Source: an optimization exercise on an open RTL-to-GDS flow (aim: small area, a short achievable clock period and few clock cycles). Production flows keep margins and buffers that such runs may drop.
Power is estimated from default activity; no workload was simulated.

Design protobuf_read_reply_decoder_top, start of the top module:
module protobuf_read_reply_decoder_top (
	input  wire logic                   clk,
	input  wire logic                   arst_n,
	input  wire logic                   bytes_valid,
	output logic                        bytes_ready,
	input  wire logic [rrd_pkg::DATA_W-1:0]      bytes_data_byte,
	input  wire logic                   bytes_end_of_message,
	output logic                        results_valid,
	input  wire logic                   results_ready,
	output logic [rrd_pkg::STATUS_W-1:0]         results_status_code,
	output logic [rrd_pkg::WORD_W-1:0]           results_throttle_ms,
	output logic                        results_value_present,
	output logic [rrd_pkg::LENGTH_W-1:0]         results_value_length,
	output logic [rrd_pkg::DATA_W-1:0]           results_value_byte,
	output logic [rrd_pkg::INDEX_W-1:0]          results_byte_index,
	output logic                        results_value_too_long,
	output logic                        results_stopped_early,
	output logic                        results_last_result
);
	logic        wr_en;
	logic [5:0]  wr_addr;
	logic [7:0]  wr_data;
	logic        p_busy, p_thr_busy, out_idle, thr_backup, p_load, p_thr_seen, p_thr_kept, p_present, p_long, p_stop;
	logic [1:0]  p_status;
	logic [5:0]  p_len;
	logic [6:0]  p_base;
	logic [31:0] thr;
	logic        old_v;
	logic [6:0]  old_ptr;
	rrd_parser u_parser (
		.clk               (clk),
		.arst_n            (arst_n),
		.rx_valid          (bytes_valid),
		.rx_ready          (bytes_ready),
		.rx_data_byte      (bytes_data_byte),
		.rx_end_of_message (bytes_end_of_message),
		.wr_en             (wr_en),
		.wr_addr           (wr_addr),
		.wr_data           (wr_data),
		.p_busy            (p_busy),
		.p_thr_busy        (p_thr_busy),
		.out_idle          (out_idle),
		.thr_backup        (thr_backup),
		.p_load            (p_load),
		.p_status          (p_status),
		.p_thr_seen        (p_thr_seen),
		.p_thr_kept        (p_thr_kept),
		.p_present         (p_present),
		.p_len             (p_len),
  ...
Size: ~730 flip-flops, about 72 I/O pins, ~30000 sq um of cells after synthesis.
export LEC_CHECK = 0
export CAP_MARGIN = 20
export CORE_MARGIN = 2
export CORE_UTILIZATION = 40
export SETUP_SLACK_MARGIN = 4.0
export SLEW_MARGIN = 20
create_clock -name core_clock -period 6.5 [get_ports {clk}]
standard.sh (not shown) runs the stock make flow with config.mk's settings and CLKGATE_MAP_FILE= SYNTH_SCRIPT=/design/flow/synth_recipe.tcl, a recipe that flattens the netlist after the stock synthesis.
==> flow/flow/run.sh <==
#!/bin/bash
set -euo pipefail
export CTS_ARGS="-sink_clustering_enable -repair_clock_nets -dont_use_dummy_load -sink_clustering_size 20 -sink_clustering_max_diameter 200"
bash standard.sh > standard_flow.log 2>&1
Edit:
--- a/flow/design.v
+++ b/flow/design.v
@@ -36,45 +36,43 @@
 	output logic             p_thr_seen,
 	output logic             p_thr_kept,
 	output logic             p_present,
 	output logic [5:0]       p_len,
 	output logic             p_long,
 	output logic             p_stop,
 	output logic [6:0]       p_base,
 	output logic [31:0]      thr,
 	input  wire logic        old_v,
 	input  wire logic [6:0]  old_ptr
 );
 	logic       s0_v, s1_v;
-	logic       s1_free;         
 	logic [7:0] s0_d, s1_d;
 	logic       s0_e, s1_e;
 	logic       s0_z, s1_z;      
 	logic       take, proc, stall;
-	assign s1_v     = !s1_free;
-	assign rx_ready = s1_free;
-	assign take     = rx_valid && s1_free;
+	assign rx_ready = !s1_v;
+	assign take     = rx_valid && !s1_v;
 	assign proc     = s0_v && !stall;
 	always_ff @(posedge clk or negedge arst_n) begin
 		if (!arst_n) begin
-			s0_v    <= 1'b0;
-			s1_free <= 1'b1;
+			s0_v <= 1'b0;
+			s1_v <= 1'b0;
 		end else begin
 			if (proc) begin
-				s0_v    <= s1_v || take;
-				s1_free <= 1'b1;
+				s0_v <= s1_v || take;
+				s1_v <= 1'b0;
 			end else if (!s0_v) begin
-				s0_v    <= take;
+				s0_v <= take;
 			end else if (take) begin
-				s1_free <= 1'b0;
+				s1_v <= 1'b1;
 			end
 		end
 	end
 	always_ff @(posedge clk) begin
 		if (proc && s1_v) begin
 			s0_d <= s1_d;
 			s0_e <= s1_e;
 			s0_z <= s1_z;
 		end else if (take && (proc || !s0_v)) begin
 			s0_d <= rx_data_byte;
 			s0_e <= rx_end_of_message;
 			s0_z <= (rx_data_byte[6:0] == 7'd0);
@@ -360,35 +358,37 @@
 	output logic             tx_stopped_early,
 	output logic             tx_last_result
 );
 	logic [7:0] mem [64];
 	always_ff @(posedge clk) begin
 		if (wr_en) mem[wr_addr] <= wr_data;
 	end
 	logic       q_v;
 	logic [1:0] q_st;
 	logic       q_ts, q_tk, q_pr, q_lg, q_sp;
 	logic [5:0] q_len;
 	logic [6:0] q_base;
-	logic       cv, cnew, czero;
-	logic [4:0] ck, cend;
+	logic       cv, cnew;
+	logic [4:0] ck;
 	logic [6:0] rptr;
 	logic       o_v, o_last, o_pr, o_lg, o_sp;
 	logic [7:0] o_byte;
 	logic [4:0] o_idx;
 	logic [1:0] o_st;
 	logic [31:0] o_thr;
 	logic [5:0] o_len;
 	wire adv   = cv && (!o_v || tx_ready);
-	wire clast = (ck == cend);
+	wire [5:0] ck_inc = {1'b0, ck} + 6'd1;
+	wire clast = cnew ? (q_len[5:1] == 5'd0) : (ck_inc == o_len);
+	wire czero = cnew && (q_len == 6'd0);
 	wire cload = q_v && !(cv && cnew) && (!cv || (adv && clast));
 	assign p_busy  = q_v;
 	assign p_thr_busy = q_v && q_ts && !q_tk;
 	logic idle_q;
 	assign out_idle   = idle_q;
 	assign old_v   = cv || q_v;
 	assign old_ptr = cv ? rptr : q_base;
 	always_ff @(posedge clk or negedge arst_n) begin
 		if (!arst_n) begin
 			q_v <= 1'b0;
 			idle_q <= 1'b1;
 			rptr <= 7'd0;
@@ -412,30 +412,28 @@
 		if (p_load) begin
 			q_st   <= p_status;
 			q_ts   <= p_thr_seen;
 			q_tk   <= p_thr_kept;
 			q_pr   <= p_present;
 			q_len  <= p_len;
 			q_lg   <= p_long;
 			q_sp   <= p_stop;
 			q_base <= p_base;
 		end
 		if (cload) begin
 			cnew  <= 1'b1;
-			czero <= (q_len == 6'd0);
 			ck    <= 5'd0;
-			cend  <= (q_len == 6'd0) ? 5'd0 : 5'(q_len - 6'd1);
 		end else if (adv) begin
 			cnew <= 1'b0;
-			ck   <= ck + 5'd1;
+			ck   <= ck_inc[4:0];
 		end
 		if ((adv && cnew && !q_tk) || thr_backup) begin
 			o_thr <= thr & {32{q_ts || thr_backup}};
 		end
 		if (adv) begin
 			o_idx  <= ck;
 			o_last <= clast;
 			if (cnew) begin
 				o_st  <= q_st;
 				o_pr  <= q_pr;
 				o_len <= q_len;
 				o_lg  <= q_lg;
Design area goes up by 0.96%.
Clock-buffer cell count is unchanged.
Worst hold slack loses 0.0044 ns.
Clock power hardly moves.
Power went up by 3.2%.
Area after synthesis stays flat.
Global-route usage increases by 0.63 points.
Maximum frequency decreases by 0.67%.
No functional check of the RTL was part of any run of this note.

-- port drivers added, routing unchanged --
Ports are ideal in the flow. The routed layouts listed here were re-timed in OpenROAD. Step 1: set_driving_cell puts a clkbuf_16 on clk and a buf_2 on each other input, an assumption about the parent block. Step 2 adds t to the input delays and takes it off the output delays; t is the mean of the earliest and latest rising clock arrival at the registers after step 1. Input paths then give back, and output paths get back, about the clock's delay inside the block. Slacks: ideal ports / drivers / drivers and shift; pairs: ideal ports / drivers.
run | t, ns | slack for setup (ns) | worst setup path after step 2 | slew at the worst register clock pin (ns)
the first run | 0.641 | 3.939 / 3.877 / 3.482 | input to register | 0.09 / 0.09
the second run | 0.631 | 3.922 / 3.922 / 3.438 | input to register | 0.09 / 0.09
After both steps every run listed still meets setup and hold. For the second run, which loses most, drivers alone change the setup slack by 0.000 ns; drivers and shift together by -0.484 ns.
